What follows belongs to an exercise in optimizing a design on an open flow for small area; a production flow would make more cautious choices. The RTL was checked by simulation tests, not by an equivalence proof against the original design. No activity file was given, so power comes from the tool's default toggle rates.

==> 05-03: inputs <==
==> flow/design.v <==
package mips_pkg;
  localparam int REG_W  = 5;
  localparam int DATA_W = 32;
  localparam int TY_W   = 4;
  localparam logic [TY_W-1:0] TY_NOP  = 4'd0;
  localparam logic [TY_W-1:0] TY_ADD  = 4'd1;
  localparam logic [TY_W-1:0] TY_SUB  = 4'd2;
  localparam logic [TY_W-1:0] TY_AND  = 4'd3;
  localparam logic [TY_W-1:0] TY_OR   = 4'd4;
  localparam logic [TY_W-1:0] TY_SLT  = 4'd5;
  localparam logic [TY_W-1:0] TY_ADDI = 4'd6;
  localparam logic [TY_W-1:0] TY_SW   = 4'd7;
  typedef struct packed {
    logic [DATA_W-1:0] a;
    logic [DATA_W-1:0] b;
    logic [REG_W-1:0]  src_a;
    logic [REG_W-1:0]  src_b;
    logic [REG_W-1:0]  wb_tgt;
    logic [TY_W-1:0]   itype;
    logic [15:0]       sw_off;
  } id_ex_t;
  function automatic logic is_rtype(input logic [TY_W-1:0] t);
    is_rtype = (t >= TY_ADD) && (t <= TY_SLT);
  endfunction
endpackage
module reg_file
(
  input  logic                        clk,
  input  logic                        rst_n,
  input  logic                        we,
  input  logic [mips_pkg::REG_W-1:0]  waddr,
  input  logic [mips_pkg::DATA_W-1:0] wdata,
  output logic [31:0]                 wsel,     
  output logic [31:0]                 vld,      
  output logic [31:0][mips_pkg::DATA_W-1:0] mem
);
  logic [31:0] vld_q;
  always_comb begin
    for (int i = 0; i < 32; i++)
      wsel[i] = we && (waddr == i[4:0]) && (i != 0);
  end
  assign vld = vld_q;
  always_ff @(posedge clk or negedge rst_n) begin
    if (!rst_n) vld_q <= '0;
    else        vld_q <= vld_q | wsel;
  end
  assign mem[0] = '0;
  for (genvar i = 1; i < 32; i++) begin : g_row
    rf_row u_row (
      .clk   (clk),
      .load  (wsel[i]),
      .hold  (!wsel[i]),
      .wdata (wdata),
      .q     (mem[i])
    );
  end
endmodule
module rf_row
(
  input  logic                        clk,
  input  logic                        load,
  input  logic                        hold,
  input  logic [mips_pkg::DATA_W-1:0] wdata,
  output logic [mips_pkg::DATA_W-1:0] q
);
  always_ff @(posedge clk) begin
    q <= ({mips_pkg::DATA_W{load}} & wdata) | ({mips_pkg::DATA_W{hold}} & q);
  end
endmodule
module rd_bit #(
  parameter int N = 32
) (
  input  logic [N-1:0] s,
  input  logic [N-1:0] d,
  output logic         y
);
  localparam int G = N / 3;
  localparam int R = N % 3;
  localparam int T = G + (R != 0);
  logic [T-1:0] g;
  for (genvar k = 0; k < G; k++) begin : g_aoi
    aoi222 u_aoi (
      .a0 (s[3*k]),   .b0 (d[3*k]),
      .a1 (s[3*k+1]), .b1 (d[3*k+1]),
      .a2 (s[3*k+2]), .b2 (d[3*k+2]),
      .y  (g[k])
    );
  end
  if (R == 2) begin : g_r2
    aoi22 u_aoi (
      .a0 (s[3*G]),   .b0 (d[3*G]),
      .a1 (s[3*G+1]), .b1 (d[3*G+1]),
      .y  (g[G])
    );
  end else if (R == 1) begin : g_r1
    assign g[G] = !(s[3*G] && d[3*G]);
  end
  assign y = !(&g);
endmodule
module aoi222
(
  input  logic a0, b0, a1, b1, a2, b2,
  output logic y
);
  assign y = !((a0 && b0) || (a1 && b1) || (a2 && b2));
endmodule
module aoi22
(
  input  logic a0, b0, a1, b1,
  output logic y
);
  assign y = !((a0 && b0) || (a1 && b1));
endmodule
module instruction_decode_stage
(
  input  logic              clk,
  input  logic              reset,
  input  logic              done_in_ID,
  input  logic              done_in_WB,
  input  logic              wb_en,
  input  logic [mips_pkg::REG_W-1:0]  wb_addr,
  input  logic [mips_pkg::DATA_W-1:0] wb_data,
  input  logic [mips_pkg::REG_W-1:0]  rs,
  input  logic [mips_pkg::REG_W-1:0]  rt,
  input  logic [mips_pkg::REG_W-1:0]  rd,
  input  logic [mips_pkg::DATA_W-1:0] imm,
  input  logic              has_rs,
  input  logic              has_rt,
  input  logic              has_rd,
  input  logic              has_imm,
  input  logic [mips_pkg::TY_W-1:0]   instr_type_IF,
  output logic [mips_pkg::DATA_W-1:0] A,
  output logic [mips_pkg::DATA_W-1:0] B,
  output logic [mips_pkg::REG_W-1:0]  sourceA,
  output logic [mips_pkg::REG_W-1:0]  sourceB,
  output logic [mips_pkg::REG_W-1:0]  wb_tgt_ID,
  output logic [mips_pkg::TY_W-1:0]   instr_type_ID,
  output logic [15:0]       sw_offset,
  output logic              done_ID,
  output logic              done_WB
);
  logic [mips_pkg::REG_W-1:0]  src_a;
  logic [31:0][mips_pkg::DATA_W-1:0] mem;
  logic [31:0]       wsel, vld;
  logic [31:0]       sel_a;           
  logic [32:0]       sel_b;           
  logic [mips_pkg::DATA_W-1:0][31:0] dat_a;
  logic [mips_pkg::DATA_W-1:0][32:0] dat_b;
  logic [mips_pkg::DATA_W-1:0] rdata_a;
  logic [mips_pkg::DATA_W-1:0] rdata_b;
  logic              is_r;
  logic              is_addi;
  logic              is_sw;
  logic              use_a, use_b;
  logic              byp_a, byp_b;
  mips_pkg::id_ex_t  ex_d;
  mips_pkg::id_ex_t  ex_q;
  logic              done_id_q;
  logic              done_wb_q;
  assign src_a = has_rs ? rs : '0;
  assign is_r    = !done_in_ID && mips_pkg::is_rtype(instr_type_IF);
  assign is_addi = !done_in_ID && (instr_type_IF == mips_pkg::TY_ADDI);
  assign is_sw   = !done_in_ID && (instr_type_IF == mips_pkg::TY_SW);
  assign use_a   = is_r || is_addi || is_sw;
  assign use_b   = is_r || is_sw;
  reg_file u_rf (
    .clk     (clk),
    .rst_n   (reset),
    .we      (wb_en),
    .waddr   (wb_addr),
    .wdata   (wb_data),
    .wsel    (wsel),
    .vld     (vld),
    .mem     (mem)
  );
  assign byp_a = wb_en && (wb_addr == src_a) && (src_a != '0);
  assign byp_b = wb_en && (wb_addr == rt) && (rt != '0);
  logic [3:0] hi_a, hi_b;
  logic [7:0] lo_a, lo_b;
  always_comb begin
    for (int j = 0; j < 4; j++) begin
      hi_a[j] = use_a && !byp_a && (src_a[4:3] == j[1:0]);
      hi_b[j] = use_b && !byp_b && (rt[4:3] == j[1:0]);
    end
    for (int k = 0; k < 8; k++) begin
      lo_a[k] = (src_a[2:0] == k[2:0]);
      lo_b[k] = (rt[2:0] == k[2:0]);
    end
    for (int i = 1; i < 32; i++) begin
      sel_a[i-1] = hi_a[i/8] && lo_a[i%8] && vld[i];
      sel_b[i-1] = hi_b[i/8] && lo_b[i%8] && vld[i];
    end
    sel_a[31] = use_a && byp_a;
    sel_b[31] = use_b && byp_b;
    sel_b[32] = is_addi;
  end
  for (genvar b = 0; b < mips_pkg::DATA_W; b++) begin : g_rd
    always_comb begin
      for (int i = 1; i < 32; i++) begin
        dat_a[b][i-1] = mem[i][b];
        dat_b[b][i-1] = mem[i][b];
      end
      dat_a[b][31] = wb_data[b];
      dat_b[b][31] = wb_data[b];
      dat_b[b][32] = imm[b];
    end
    rd_bit #(.N(32)) u_rd_a (.s(sel_a), .d(dat_a[b]), .y(rdata_a[b]));
    rd_bit #(.N(33)) u_rd_b (.s(sel_b), .d(dat_b[b]), .y(rdata_b[b]));
  end
  always_comb begin
    ex_d   = '0;
    ex_d.a = rdata_a;
    ex_d.b = rdata_b;
    if (use_a)   ex_d.src_a  = src_a;
    if (use_b)   ex_d.src_b  = rt;
    if (is_r)    ex_d.wb_tgt = has_rd ? rd : '0;
    if (is_addi) ex_d.wb_tgt = rt;
    if (use_a)   ex_d.itype  = instr_type_IF;
    if (is_sw)   ex_d.sw_off = imm[15:0];
  end
  always_ff @(posedge clk or negedge reset) begin
    if (!reset) begin
      ex_q      <= '0;
      done_id_q <= 1'b0;
      done_wb_q <= 1'b0;
    end else begin
      ex_q      <= ex_d;
      done_id_q <= done_id_q | done_in_ID;
      done_wb_q <= done_wb_q | done_in_WB;
    end
  end
  assign A             = ex_q.a;
  assign B             = ex_q.b;
  assign sourceA       = ex_q.src_a;
  assign sourceB       = ex_q.src_b;
  assign wb_tgt_ID     = ex_q.wb_tgt;
  assign instr_type_ID = ex_q.itype;
  assign sw_offset     = ex_q.sw_off;
  assign done_ID       = done_id_q;
  assign done_WB       = done_wb_q;
endmodule
==> flow/flow/run.sh <==
#!/bin/bash
# The standard layout (standard.sh: the standard flow's synthesis and ORFS flow,
# unchanged power grid and tap cells), with these changes:
#  - ports are buffered with sky130_fd_sc_hd__buf_1 instead of the
#    default delay buffer;
#  - clock tree synthesis uses clkbuf_4 clusters of up to 8 sinks and
#    inserts no dummy loads;
#  - after global routing, repair_timing -recover_power downsizes gates
#    off the critical paths (RECOVER_POWER=100), then repair_design fixes
#    any slew or capacitance violation that leaves (flow/grt_hook.tcl).
# The make output goes to flow_make.log; each ORFS step keeps its own log
# under orfs/logs/.
set -euo pipefail
here=$(pwd)
bash standard.sh \
  "BUFFER_PORTS_ARGS=-buffer_cell sky130_fd_sc_hd__buf_1" \
  "CTS_ARGS=-sink_clustering_enable -repair_clock_nets -buf_list sky130_fd_sc_hd__clkbuf_4 -sink_clustering_size 8 -sink_clustering_max_diameter 35 -dont_use_dummy_load" \
  RECOVER_POWER=100 \
  "PRE_GLOBAL_ROUTE_TCL=$here/flow/grt_hook.tcl" \
  finish > flow_make.log 2>&1
==> flow/flow/grt_hook.tcl <==
# Sourced by ORFS's global_route.tcl before global routing (PRE_GLOBAL_ROUTE_TCL).
# Replaces recover_power_helper: after repair_timing -recover_power has
# downsized gates off the critical paths, repair_design runs again so that
# no net is left with a max-slew or max-capacitance violation, and the
# cells are legalised again. The caller wraps this in an incremental
# global route.
proc recover_power_helper { } {
  if { $::env(RECOVER_POWER) == 0 } {
    return
  }
  puts "Percent of paths optimized $::env(RECOVER_POWER)"
  log_cmd repair_timing -verbose -recover_power $::env(RECOVER_POWER) \
    -setup_margin $::env(SETUP_SLACK_MARGIN)
  repair_design_helper
  log_cmd detailed_placement
  report_tns
  report_wns
}
==> flow/standard.sh <==
#!/bin/bash
# synth_recipe.tcl (not shown) runs the flow's synth.tcl, then flattens the netlist and writes it again
# the make line also repeats each setting of config.mk as NAME=value (left out here)
make -C /OpenROAD-flow-scripts/flow DESIGN_CONFIG=/design/flow/config.mk WORK_HOME=/design/flow/orfs CLKGATE_MAP_FILE= SYNTH_SCRIPT=/design/flow/synth_recipe.tcl "${@:-finish}"
==> flow/config.mk <==
export PLATFORM = sky130hd
export DESIGN_NAME = instruction_decode_stage
export DESIGN_NICKNAME = instruction_decode_stage
export VERILOG_FILES = /design/flow/design.v
export SDC_FILE = /design/flow/constraint.sdc
export NUM_CORES = 4
export LEC_CHECK = 0
export CAP_MARGIN = 10
export CORE_MARGIN = 2
export CORE_UTILIZATION = 60
export CTS_BUF_LIST = sky130_fd_sc_hd__clkbuf_4
export CTS_CLUSTER_DIAMETER = 35
export CTS_CLUSTER_SIZE = 8
export GPL_TIMING_DRIVEN = 0
export SETUP_SLACK_MARGIN = 0.15
export SLEW_MARGIN = 10
export SYNTH_HIERARCHICAL = 1
==> flow/constraint.sdc <==
create_clock -name core_clock -period 5.0 [get_ports {clk}]
set_input_delay 1.0000 -clock core_clock [delete_from_list [all_inputs] [get_ports {clk}]]
set_output_delay 1.0000 -clock core_clock [all_outputs]
set_load 0.01 [all_outputs]
==> 04-07 (differences from 05-03) <==
==> flow/flow/run.sh (replaced) <==
#!/bin/bash
# The standard layout (standard.sh: the standard flow's synthesis and ORFS flow,
# unchanged power grid and tap cells), with these changes:
#  - ports are buffered with sky130_fd_sc_hd__buf_1 instead of the
#    default delay buffer;
#  - clock tree synthesis uses clkbuf_8 clusters of up to 16 sinks and inserts no
#    dummy loads;
#  - after global routing, repair_timing -recover_power downsizes gates
#    off the critical paths (RECOVER_POWER=100).
# The make output goes to flow_make.log; each ORFS step keeps its own log
# under orfs/logs/.
set -euo pipefail
bash standard.sh \
  "BUFFER_PORTS_ARGS=-buffer_cell sky130_fd_sc_hd__buf_1" \
  "CTS_ARGS=-sink_clustering_enable -repair_clock_nets -buf_list sky130_fd_sc_hd__clkbuf_8 -sink_clustering_size 16 -sink_clustering_max_diameter 50 -dont_use_dummy_load" \
  RECOVER_POWER=100 \
  finish > flow_make.log 2>&1
--- a/flow/config.mk
+++ b/flow/config.mk
@@ -9,7 +9,7 @@
 export CORE_MARGIN = 2
 export CORE_UTILIZATION = 60
-export CTS_BUF_LIST = sky130_fd_sc_hd__clkbuf_4
-export CTS_CLUSTER_DIAMETER = 35
-export CTS_CLUSTER_SIZE = 8
+export CTS_BUF_LIST = sky130_fd_sc_hd__clkbuf_8
+export CTS_CLUSTER_DIAMETER = 50
+export CTS_CLUSTER_SIZE = 16
 export GPL_TIMING_DRIVEN = 0
 export SETUP_SLACK_MARGIN = 0.15
removed: flow/flow/grt_hook.tcl
==> 01-05 (differences from 05-03) <==
==> flow/flow/run.sh (replaced) <==
#!/bin/bash
# The standard layout (standard.sh: the standard flow's synthesis and ORFS flow,
# unchanged power grid and tap cells), with two changes:
#  - ports are buffered with sky130_fd_sc_hd__buf_1 instead of the
#    default delay buffer;
#  - clock tree synthesis inserts no dummy loads.
# The make output goes to flow_make.log; each ORFS step keeps its own log
# under orfs/logs/.
set -euo pipefail
bash standard.sh \
  "BUFFER_PORTS_ARGS=-buffer_cell sky130_fd_sc_hd__buf_1" \
  "CTS_ARGS=-sink_clustering_enable -repair_clock_nets -buf_list sky130_fd_sc_hd__clkbuf_4 -sink_clustering_size 10 -sink_clustering_max_diameter 40 -dont_use_dummy_load" \
  finish > flow_make.log 2>&1
--- a/flow/config.mk
+++ b/flow/config.mk
@@ -10,6 +10,6 @@
 export CORE_UTILIZATION = 60
 export CTS_BUF_LIST = sky130_fd_sc_hd__clkbuf_4
-export CTS_CLUSTER_DIAMETER = 35
-export CTS_CLUSTER_SIZE = 8
+export CTS_CLUSTER_DIAMETER = 40
+export CTS_CLUSTER_SIZE = 10
 export GPL_TIMING_DRIVEN = 0
 export SETUP_SLACK_MARGIN = 0.15
removed: flow/flow/grt_hook.tcl
==> qor summary <==
Outcome: 04-07 failed layout checks; 01-05 complete, no violations; 05-03 complete, no violations
Layout check failures: 04-07 max-capacitance violations, max-slew violations; 01-05 -; 05-03 -
Wl on met1: 04-07 66500 um; 01-05 65900 um; 05-03 66100 um
Upper clock frequency limit: 04-07 209 MHz; 01-05 223 MHz; 05-03 208 MHz
Number of global-route vias before repair: 04-07 42.1k; 01-05 42.2k; 05-03 42.6k
Top cell by count, worst path: 04-07 sky130_fd_sc_hd__clkbuf_1; 01-05 -; 05-03 sky130_fd_sc_hd__clkbuf_1
Power in combinational cells: 04-07 2.17 mW; 01-05 2.20 mW; 05-03 2.17 mW
Total via count in the routed design: 04-07 44.0k; 01-05 44.2k; 05-03 44.3k
Max-Cap Viols: 04-07 6; 01-05 0; 05-03 0
Power of the clock network: 04-07 4.88 mW; 01-05 4.33 mW; 05-03 4.74 mW
Post-layout instance count excluding filler cells: 04-07 5069; 01-05 5111; 05-03 5148
Transition time of the tightest slew-check pin: 04-07 2.10 ns; 01-05 1.23 ns; 05-03 1.24 ns
Clock buffer count: 04-07 106; 01-05 147; 05-03 177
First-pass GRT wire length: 04-07 282000 um; 01-05 281000 um; 05-03 282000 um
Sw Share: 04-07 28.2%; 01-05 28.9%; 05-03 29.1%
Multi-input combinational cell area: 04-07 0.0206 sq mm; 01-05 0.0206 sq mm; 05-03 0.0206 sq mm
Share of power burned in combinational logic: 04-07 11.4%; 01-05 11.8%; 05-03 11.5%
Crit Reg-Reg Startpoint: 04-07 u_rf.vld_q[5]; 01-05 u_rf.vld_q[18]; 05-03 u_rf.vld_q[9]

==> separate check: timing with driven ports <==
Ports are ideal in the flow. The routed layouts listed here were re-timed in OpenROAD. Step 1 assumes that a clkbuf_16 drives the clock port and a buf_2 every other input. Step 2 times the ports against the registers' clock, not the clock port: input delays grow and output delays shrink by t, the midpoint of the rising clock arrivals with the driver on. Slacks: no drivers / after step 1 / after step 2; pairs: no drivers / after step 1.
run | shift t [ns] | slack for setup (ns) | worst setup path at the end
05-03 | 1.116 | 0.185 / 0.228 / -0.889 | input to register
04-07 | 0.821 | 0.221 / 0.262 / -0.559 | input to register
01-05 | 1.093 | 0.515 / 0.556 / -0.537 | input to register
For 05-03, which loses most, drivers alone change the setup slack by +0.043 ns; drivers and shift together by -1.074 ns.
